Background: an optimization exercise with open tools, aiming at small area. Do not read the settings as production practice.
In this exercise RTL edits were held to simulation tests only and were not proved equivalent to the original.
No activity file was given, so power comes from the tool's default toggle rates.

==> inputs of willow <==
==> flow/design.v <==
package rename_pkg;
  localparam int num_lregs  = 32;   
  localparam int num_pregs  = 64;   
  localparam int rob_depth  = 16;
  localparam int free_depth = 32;   
  localparam int free_idx_w = $clog2(free_depth);
  localparam int free_cnt_w = free_idx_w + 1;
  localparam int rob_cnt_w  = $clog2(rob_depth) + 1;
  typedef logic [$clog2(num_lregs)-1:0] lreg_t;
  typedef logic [$clog2(num_pregs)-1:0] preg_t;
  typedef logic [$clog2(rob_depth)-1:0] rob_idx_t;
  typedef logic [5:0]                   opcode_t;
  localparam opcode_t op_rtype = 6'h00;   
  localparam opcode_t op_beq   = 6'h04;
  localparam opcode_t op_addi  = 6'h08;   
  localparam opcode_t op_lw    = 6'h23;   
  localparam opcode_t op_sw    = 6'h2b;
  typedef struct packed {
    opcode_t    opcode;
    lreg_t      rs;
    lreg_t      rt;
    lreg_t      rd;
    logic [4:0] shamt;
    logic [5:0] funct;
  } r_fields_t;
  typedef struct packed {
    opcode_t     opcode;
    lreg_t       rs;
    lreg_t       rt;    
    logic [15:0] imm;
  } i_fields_t;
  typedef union packed {
    r_fields_t r;
    i_fields_t i;
  } instr_u;
endpackage
module rename_core (
  input  logic                 clk,
  input  logic                 rst,
  input  logic                 i_dispatch,
  input  rename_pkg::instr_u   i_instr,
  input  logic                 i_complete,
  input  logic                 i_compl_mispredict,
  input  rename_pkg::rob_idx_t i_compl_rob,
  output logic                 o_stall,
  output rename_pkg::rob_idx_t o_rob_num,
  output rename_pkg::preg_t    o_p_rs,
  output rename_pkg::preg_t    o_p_rt,
  output rename_pkg::preg_t    o_p_rd_new,
  output logic                 o_rs_ready,
  output logic                 o_rt_ready,
  output logic                 o_retire,
  output rename_pkg::lreg_t    o_retire_lrd,
  output rename_pkg::preg_t    o_retire_p_rd
);
  logic [5:0] opcode;
  logic       valid_op, write_rd, reg_dest, read_rs, read_rt;
  logic [4:0] l_rs, l_rt, l_rd;
  assign opcode = i_instr.r.opcode;
  assign l_rs   = i_instr.r.rs;
  assign l_rt   = i_instr.r.rt;
  always_comb begin
    valid_op = 1'b0; write_rd = 1'b0; reg_dest = 1'b0; read_rs = 1'b0; read_rt = 1'b0;
    case (opcode)
      rename_pkg::op_rtype: begin
        valid_op = 1'b1; write_rd = 1'b1; reg_dest = 1'b1; read_rs = 1'b1; read_rt = 1'b1;
      end
      rename_pkg::op_addi, rename_pkg::op_lw: begin
        valid_op = 1'b1; reg_dest = 1'b1; read_rs = 1'b1;
      end
      rename_pkg::op_sw, rename_pkg::op_beq: begin
        valid_op = 1'b1; read_rs = 1'b1; read_rt = 1'b1;
      end
      default: ;
    endcase
  end
  assign l_rd = write_rd ? i_instr.r.rd : i_instr.i.rt;
  logic [15:0] dest, done;
  logic [4:0]  lrd   [16];
  logic [5:0]  p_new [16];
  logic [3:0]  head, tail, tail_m1;
  logic        full_q;   
  logic        rec_active;
  logic [3:0]  rec_target;
  logic [5:0]  ring [32];
  logic [4:0]  m;
  logic [5:0]  fresh_cnt;   
  logic        fresh;
  logic [5:0]  free_head;
  logic [5:0]  map [32];
  logic full, walk, accept, pop, retire, retire_dest, walk_dest;
  logic [4:0] lrd_w, idx3;
  logic [5:0] p3;
  assign tail_m1 = tail - 1'b1;
  assign full    = full_q;
  assign walk    = rec_active && (tail != rec_target);
  assign o_stall = full || walk;
  assign accept  = i_dispatch && valid_op && !o_stall;
  assign pop     = accept && reg_dest;
  assign retire      = (full_q || head != tail) && done[head] && !rec_active;
  assign retire_dest = retire && dest[head];
  assign walk_dest   = walk && dest[tail_m1];
  assign lrd_w       = lrd[tail_m1];
  assign o_retire      = retire;
  assign o_retire_lrd  = lrd[head];
  assign o_retire_p_rd = p_new[head];
  assign o_rob_num     = tail;
  assign fresh         = !fresh_cnt[5];
  assign free_head     = fresh ? {1'b1, fresh_cnt[4:0]} : ring[0];
  assign o_p_rd_new    = free_head;
  assign idx3   = walk ? lrd_w : l_rd;
  assign p3     = map[idx3];
  assign o_p_rs = map[l_rs];
  assign o_p_rt = map[l_rt];
  logic [15:0] live, ge_head, lt_tail, m_rs, m_rt;
  logic        wrap;
  always_comb begin
    for (int e = 0; e < 16; e++) begin
      ge_head[e] = (4'(e) >= head);
      lt_tail[e] = (4'(e) < tail);
    end
  end
  assign wrap = (tail < head) || (tail == head && full);
  assign live = full ? 16'hffff : (wrap ? (ge_head | lt_tail) : (ge_head & lt_tail));
  always_comb begin
    for (int e = 0; e < 16; e++) begin
      m_rs[e] = live[e] && dest[e] && (lrd[e] == l_rs);
      m_rt[e] = live[e] && dest[e] && (lrd[e] == l_rt);
    end
  end
  logic [1:0] yb_rs_lo, yb_rs_all, yb_rt_lo, yb_rt_all;
  logic       busy_rs, busy_rt;
  youngest_busy i_yb_rs_lo  (.i_match(m_rs & lt_tail), .i_done(done), .o_any(yb_rs_lo[1]),  .o_busy(yb_rs_lo[0]));
  youngest_busy i_yb_rs_all (.i_match(m_rs),           .i_done(done), .o_any(yb_rs_all[1]), .o_busy(yb_rs_all[0]));
  youngest_busy i_yb_rt_lo  (.i_match(m_rt & lt_tail), .i_done(done), .o_any(yb_rt_lo[1]),  .o_busy(yb_rt_lo[0]));
  youngest_busy i_yb_rt_all (.i_match(m_rt),           .i_done(done), .o_any(yb_rt_all[1]), .o_busy(yb_rt_all[0]));
  assign busy_rs   = yb_rs_lo[1] ? yb_rs_lo[0] : (yb_rs_all[1] && yb_rs_all[0]);
  assign busy_rt   = yb_rt_lo[1] ? yb_rt_lo[0] : (yb_rt_all[1] && yb_rt_all[0]);
  assign o_rs_ready = !read_rs || !busy_rs;
  assign o_rt_ready = !read_rt || !busy_rt;
  always_ff @(posedge clk or negedge rst) begin
    if (!rst) begin
      head  <= '0;
      tail  <= '0;
      full_q <= 1'b0;
    end else begin
      if (retire || walk)                     full_q <= 1'b0;
      else if (accept && tail + 1'b1 == head) full_q <= 1'b1;
      if (accept) tail <= tail + 1'b1;
      if (walk)   tail <= tail_m1;
      if (retire) head <= head + 1'b1;
    end
  end
  always_ff @(posedge clk or negedge rst) begin
    if (!rst) begin
      rec_active <= 1'b0;
      rec_target <= '0;
    end else if (i_complete && i_compl_mispredict && !rec_active) begin
      rec_active <= 1'b1;
      rec_target <= i_compl_rob + 1'b1;
    end else if (rec_active && (!walk || tail_m1 == rec_target)) begin
      rec_active <= 1'b0;
    end
  end
  always_ff @(posedge clk) begin
    if (accept) begin
      dest[tail]  <= reg_dest;
      done[tail]  <= 1'b0;
      lrd[tail]   <= l_rd;
      p_new[tail] <= free_head;
    end
    if (i_complete) begin
      done[i_compl_rob] <= 1'b1;
    end
  end
  always_ff @(posedge clk or negedge rst) begin
    if (!rst) begin
      m <= '0;
    end else begin
      m <= m + 5'(pop) - 5'(retire_dest) - 5'(walk_dest);
    end
  end
  always_ff @(posedge clk or negedge rst) begin
    if (!rst) begin
      fresh_cnt <= '0;
    end else if (pop && fresh) begin
      fresh_cnt <= fresh_cnt + 1'b1;
    end
  end
  always_ff @(posedge clk) begin
    if (pop) begin
      for (int i = 0; i < 31; i++) ring[i] <= ring[i+1];
      ring[31] <= p3;
    end else if (walk_dest) begin
      for (int i = 16; i < 32; i++) begin
        if (6'(i) == 6'd32 - 6'(m))      ring[i] <= p3;
        else if (6'(i) > 6'd32 - 6'(m))  ring[i] <= ring[i-1];
      end
    end
  end
  logic [5:0]  map_wd, map_wd_hi, map_wd_lo;
  logic [31:0] map_we;
  assign map_wd    = walk ? ring[31] : free_head;
  assign map_wd_hi = map_wd | {6{!rst}};
  assign map_wd_lo = map_wd & {6{rst}};
  always_comb begin
    for (int i = 0; i < 32; i++) map_we[i] = !rst || ((pop || walk_dest) && idx3 == 5'(i));
  end
  always_ff @(posedge clk) begin
    for (int i = 0; i < 32; i++) begin
      if (map_we[i]) begin
        for (int b = 0; b < 6; b++) map[i][b] <= ((i >> b) & 1) ? map_wd_hi[b] : map_wd_lo[b];
      end
    end
  end
endmodule
module youngest_busy (
  input  logic [15:0] i_match,
  input  logic [15:0] i_done,
  output logic        o_any,
  output logic        o_busy
);
  logic [7:0] a1, b1;
  logic [3:0] a2, b2;
  logic [1:0] a3, b3;
  always_comb begin
    for (int k = 0; k < 8; k++) begin
      a1[k] = i_match[2*k+1] | i_match[2*k];
      b1[k] = i_match[2*k+1] ? !i_done[2*k+1] : !i_done[2*k];
    end
    for (int k = 0; k < 4; k++) begin
      a2[k] = a1[2*k+1] | a1[2*k];
      b2[k] = a1[2*k+1] ? b1[2*k+1] : b1[2*k];
    end
    for (int k = 0; k < 2; k++) begin
      a3[k] = a2[2*k+1] | a2[2*k];
      b3[k] = a2[2*k+1] ? b2[2*k+1] : b2[2*k];
    end
  end
  assign o_any  = a3[1] | a3[0];
  assign o_busy = a3[1] ? b3[1] : b3[0];
endmodule
==> flow/flow/run.sh <==
#!/bin/bash
# Layout flow: the standard ORFS flow, with an area-oriented ABC mapping
# script in synthesis (registers and their names are unchanged).
set -euo pipefail
HERE=$(pwd)

# synthesis script: the standard flow's, with abc run on flow/area.abc
sed 's|log_cmd abc {\*}\$abc_args|log_cmd abc {*}[lreplace $abc_args 1 1 '"$HERE"'/flow/area.abc]|' \
  "$FLOW_HOME/scripts/synth.tcl" > "$HERE/area_synth_body.tcl"
grep -q "flow/area.abc" "$HERE/area_synth_body.tcl"
sed 's|source \$::env(SCRIPTS_DIR)/synth.tcl|source '"$HERE"'/area_synth_body.tcl|' \
  synth_recipe.tcl > "$HERE/area_synth.tcl"
grep -q "area_synth_body.tcl" "$HERE/area_synth.tcl"

EXTRA=()
if [[ -f flow/extra.txt ]]; then mapfile -t EXTRA < <(grep -v '^#' flow/extra.txt | grep .); fi

bash standard.sh SYNTH_SCRIPT="$HERE/area_synth.tcl" "${EXTRA[@]}" finish > "$HERE/orfs_flow.log" 2>&1
==> flow/flow/area.abc <==
strash
&get -n
&fraig -x
&put
scorr
dc2
strash
&get -n
&deepsyn -T 150
&dch -f
&nf -R 1000
&put
strash
&get -n
&dch -f
&nf -R 1000
&put
==> flow/flow/extra.txt <==
# extra make variables for standard.sh, one per line
CTS_ARGS=-sink_clustering_enable -repair_clock_nets -sink_clustering_size 27 -sink_clustering_max_diameter 90 -dont_use_dummy_load
BUFFER_PORTS_ARGS=-buffer_cell sky130_fd_sc_hd__buf_1
==> flow/standard.sh <==
#!/bin/bash
# synth_recipe.tcl (not shown) runs the flow's synth.tcl, then flattens the netlist and writes it again
# the make line also repeats each setting of config.mk as NAME=value (left out here)
make -C /OpenROAD-flow-scripts/flow DESIGN_CONFIG=/design/flow/config.mk WORK_HOME=/design/flow/orfs CLKGATE_MAP_FILE= SYNTH_SCRIPT=/design/flow/synth_recipe.tcl "${@:-finish}"
==> flow/config.mk <==
export PLATFORM = sky130hd
export DESIGN_NAME = rename_core
export DESIGN_NICKNAME = rename_core
export VERILOG_FILES = /design/flow/design.v
export SDC_FILE = /design/flow/constraint.sdc
export NUM_CORES = 4
export LEC_CHECK = 0
export CAP_MARGIN = 20
export CORE_MARGIN = 2
export CORE_UTILIZATION = 50
export PLACE_DENSITY = 0.68
export SETUP_SLACK_MARGIN = 0.3
export SLEW_MARGIN = 20
==> flow/constraint.sdc <==
create_clock -name core_clock -period 7.0 [get_ports {clk}]
set_input_delay 1.4000 -clock core_clock [delete_from_list [all_inputs] [get_ports {clk}]]
set_output_delay 1.4000 -clock core_clock [all_outputs]
set_load 0.01 [all_outputs]
==> violet: changes against willow <==
--- a/flow/design.v
+++ b/flow/design.v
@@ -81,3 +81,3 @@
   logic [3:0]  head, tail, tail_m1;
-  logic        full_q;   
+  logic [4:0]  count;
   logic        rec_active;
@@ -86,5 +86,2 @@
   logic [4:0]  m;
-  logic [5:0]  fresh_cnt;   
-  logic        fresh;
-  logic [5:0]  free_head;
   logic [5:0]  map [32];
@@ -94,3 +91,3 @@
   assign tail_m1 = tail - 1'b1;
-  assign full    = full_q;
+  assign full    = count[4];
   assign walk    = rec_active && (tail != rec_target);
@@ -99,3 +96,3 @@
   assign pop     = accept && reg_dest;
-  assign retire      = (full_q || head != tail) && done[head] && !rec_active;
+  assign retire      = (count != '0) && done[head] && !rec_active;
   assign retire_dest = retire && dest[head];
@@ -107,5 +104,3 @@
   assign o_rob_num     = tail;
-  assign fresh         = !fresh_cnt[5];
-  assign free_head     = fresh ? {1'b1, fresh_cnt[4:0]} : ring[0];
-  assign o_p_rd_new    = free_head;
+  assign o_p_rd_new    = ring[0];
   assign idx3   = walk ? lrd_w : l_rd;
@@ -114,3 +109,3 @@
   assign o_p_rt = map[l_rt];
-  logic [15:0] live, ge_head, lt_tail, m_rs, m_rt;
+  logic [15:0] live, ge_head, lt_tail, lt_head, m_rs, m_rt;
   logic        wrap;
@@ -119,2 +114,3 @@
       ge_head[e] = (4'(e) >= head);
+      lt_head[e] = (4'(e) < head);
       lt_tail[e] = (4'(e) < tail);
@@ -130,10 +126,16 @@
   end
-  logic [1:0] yb_rs_lo, yb_rs_all, yb_rt_lo, yb_rt_all;
-  logic       busy_rs, busy_rt;
-  youngest_busy i_yb_rs_lo  (.i_match(m_rs & lt_tail), .i_done(done), .o_any(yb_rs_lo[1]),  .o_busy(yb_rs_lo[0]));
-  youngest_busy i_yb_rs_all (.i_match(m_rs),           .i_done(done), .o_any(yb_rs_all[1]), .o_busy(yb_rs_all[0]));
-  youngest_busy i_yb_rt_lo  (.i_match(m_rt & lt_tail), .i_done(done), .o_any(yb_rt_lo[1]),  .o_busy(yb_rt_lo[0]));
-  youngest_busy i_yb_rt_all (.i_match(m_rt),           .i_done(done), .o_any(yb_rt_all[1]), .o_busy(yb_rt_all[0]));
-  assign busy_rs   = yb_rs_lo[1] ? yb_rs_lo[0] : (yb_rs_all[1] && yb_rs_all[0]);
-  assign busy_rt   = yb_rt_lo[1] ? yb_rt_lo[0] : (yb_rt_all[1] && yb_rt_all[0]);
+  logic [15:0] lo_rs, lo_rt, sel_rs, sel_rt;
+  logic        busy_rs, busy_rt;
+  assign lo_rs  = m_rs & lt_head;
+  assign lo_rt  = m_rt & lt_head;
+  assign sel_rs = (lo_rs != '0) ? lo_rs : m_rs;
+  assign sel_rt = (lo_rt != '0) ? lo_rt : m_rt;
+  always_comb begin
+    busy_rs = 1'b0;
+    busy_rt = 1'b0;
+    for (int e = 0; e < 16; e++) begin
+      if (sel_rs[e]) busy_rs = !done[e];
+      if (sel_rt[e]) busy_rt = !done[e];
+    end
+  end
   assign o_rs_ready = !read_rs || !busy_rs;
@@ -144,6 +146,5 @@
       tail  <= '0;
-      full_q <= 1'b0;
+      count <= '0;
     end else begin
-      if (retire || walk)                     full_q <= 1'b0;
-      else if (accept && tail + 1'b1 == head) full_q <= 1'b1;
+      count <= count + 5'(accept) - 5'(retire) - 5'(walk);
       if (accept) tail <= tail + 1'b1;
@@ -169,3 +170,3 @@
       lrd[tail]   <= l_rd;
-      p_new[tail] <= free_head;
+      p_new[tail] <= ring[0];
     end
@@ -184,9 +185,4 @@
     if (!rst) begin
-      fresh_cnt <= '0;
-    end else if (pop && fresh) begin
-      fresh_cnt <= fresh_cnt + 1'b1;
-    end
-  end
-  always_ff @(posedge clk) begin
-    if (pop) begin
+      for (int i = 0; i < 32; i++) ring[i] <= 6'(32 + i);
+    end else if (pop) begin
       for (int i = 0; i < 31; i++) ring[i] <= ring[i+1];
@@ -200,15 +196,7 @@
   end
-  logic [5:0]  map_wd, map_wd_hi, map_wd_lo;
-  logic [31:0] map_we;
-  assign map_wd    = walk ? ring[31] : free_head;
-  assign map_wd_hi = map_wd | {6{!rst}};
-  assign map_wd_lo = map_wd & {6{rst}};
-  always_comb begin
-    for (int i = 0; i < 32; i++) map_we[i] = !rst || ((pop || walk_dest) && idx3 == 5'(i));
-  end
-  always_ff @(posedge clk) begin
-    for (int i = 0; i < 32; i++) begin
-      if (map_we[i]) begin
-        for (int b = 0; b < 6; b++) map[i][b] <= ((i >> b) & 1) ? map_wd_hi[b] : map_wd_lo[b];
-      end
+  always_ff @(posedge clk or negedge rst) begin
+    if (!rst) begin
+      for (int i = 0; i < 32; i++) map[i] <= 6'(i);
+    end else if (pop || walk_dest) begin
+      map[idx3] <= walk ? ring[31] : ring[0];
     end
@@ -216,27 +204 @@
 endmodule
-module youngest_busy (
-  input  logic [15:0] i_match,
-  input  logic [15:0] i_done,
-  output logic        o_any,
-  output logic        o_busy
-);
-  logic [7:0] a1, b1;
-  logic [3:0] a2, b2;
-  logic [1:0] a3, b3;
-  always_comb begin
-    for (int k = 0; k < 8; k++) begin
-      a1[k] = i_match[2*k+1] | i_match[2*k];
-      b1[k] = i_match[2*k+1] ? !i_done[2*k+1] : !i_done[2*k];
-    end
-    for (int k = 0; k < 4; k++) begin
-      a2[k] = a1[2*k+1] | a1[2*k];
-      b2[k] = a1[2*k+1] ? b1[2*k+1] : b1[2*k];
-    end
-    for (int k = 0; k < 2; k++) begin
-      a3[k] = a2[2*k+1] | a2[2*k];
-      b3[k] = a2[2*k+1] ? b2[2*k+1] : b2[2*k];
-    end
-  end
-  assign o_any  = a3[1] | a3[0];
-  assign o_busy = a3[1] ? b3[1] : b3[0];
-endmodule
==> flow/run.sh (new file) <==
#!/bin/bash
# synth_recipe.tcl (not shown) runs the flow's synth.tcl, then flattens the netlist and writes it again
# the make line also repeats each setting of config.mk as NAME=value (left out here)
make -C /OpenROAD-flow-scripts/flow DESIGN_CONFIG=/design/flow/config.mk WORK_HOME=/design/flow/orfs CLKGATE_MAP_FILE= SYNTH_SCRIPT=/design/flow/synth_recipe.tcl finish
CORE_UTILIZATION = 40   (was 50)
CTS_CLUSTER_DIAMETER = 100   (was not set)
CTS_CLUSTER_SIZE = 30   (was not set)
PLACE_DENSITY = 0.6   (was 0.68)
SETUP_SLACK_MARGIN = 0.2   (was 0.3)
removed: flow/flow/run.sh
removed: flow/flow/area.abc
removed: flow/flow/extra.txt
removed: flow/standard.sh
==> comparison table <==
quantity	willow	violet
Result of the run	no timing/DRC/antenna violations	no timing/DRC/antenna violations
Complex-gate fraction of the synthesized area	21.3%	19.8%
Flop-to-flop setup slack	0.48 ns	0.81 ns
Primary flip-flop cell chosen by synthesis mapping	sky130_fd_sc_hd__edfxtp_1	sky130_fd_sc_hd__dfrtp_1
Met2 WL post-DR	58700 um	61100 um
Via count of the first global-routing pass	25300	30200
Slowest Stage Delay on Critical Path	0.45 ns	0.52 ns
GR met2 Demand/Resource	65.0%	45.7%
Min-delay src	ring[13][2]	ring[6][2]
Fraction of standard cell area in multi-input logic	34.8%	46.2%
Count of different cell masters after synthesis	62	96
Clock Buffer Count	30	39
Cell depth of the worst setup path	25	15
Power in sequential cells	5.92 mW	5.83 mW
XOR/XNOR share of the synthesized area	3.43%	4.71%
Global routing met3 resource utilization	14.8%	7.40%
Antenna Diode Count	4	0
Cell Rows	90	109
Clock slew at the register clock pins of the worst setup and hold paths	0.10 ns	0.11 ns

[static timing again, ports no longer ideal]
No port has a modelled driver above. Below, the same layouts with a new extraction and two added sets of constraints.
Step 1: set_driving_cell puts a clkbuf_16 on clk and a buf_2 on each other input, an assumption about the parent block.
Step 2 adds t to the input delays and takes it off the output delays; t is the mean of the earliest and latest rising clock arrival at the registers after step 1. Input paths then give back, and output paths get back, about the clock's delay inside the block.
Three values: no drivers, after step 1, after step 2; two values: the first two.
run	shift t [ns]	slack for setup (ns)	hold WS [ns]	cell pins on the clock port's net
willow	0.677	0.449 / 0.388 / 0.009	0.420 / 0.420 / 0.420	1
violet	0.748	0.302 / 0.190 / 0.190	0.456 / 0.456 / 0.456	1
After both steps every run listed still meets setup and hold. The setup slack of willow, which loses most, moves by -0.061 ns with the drivers and by -0.440 ns with both steps.
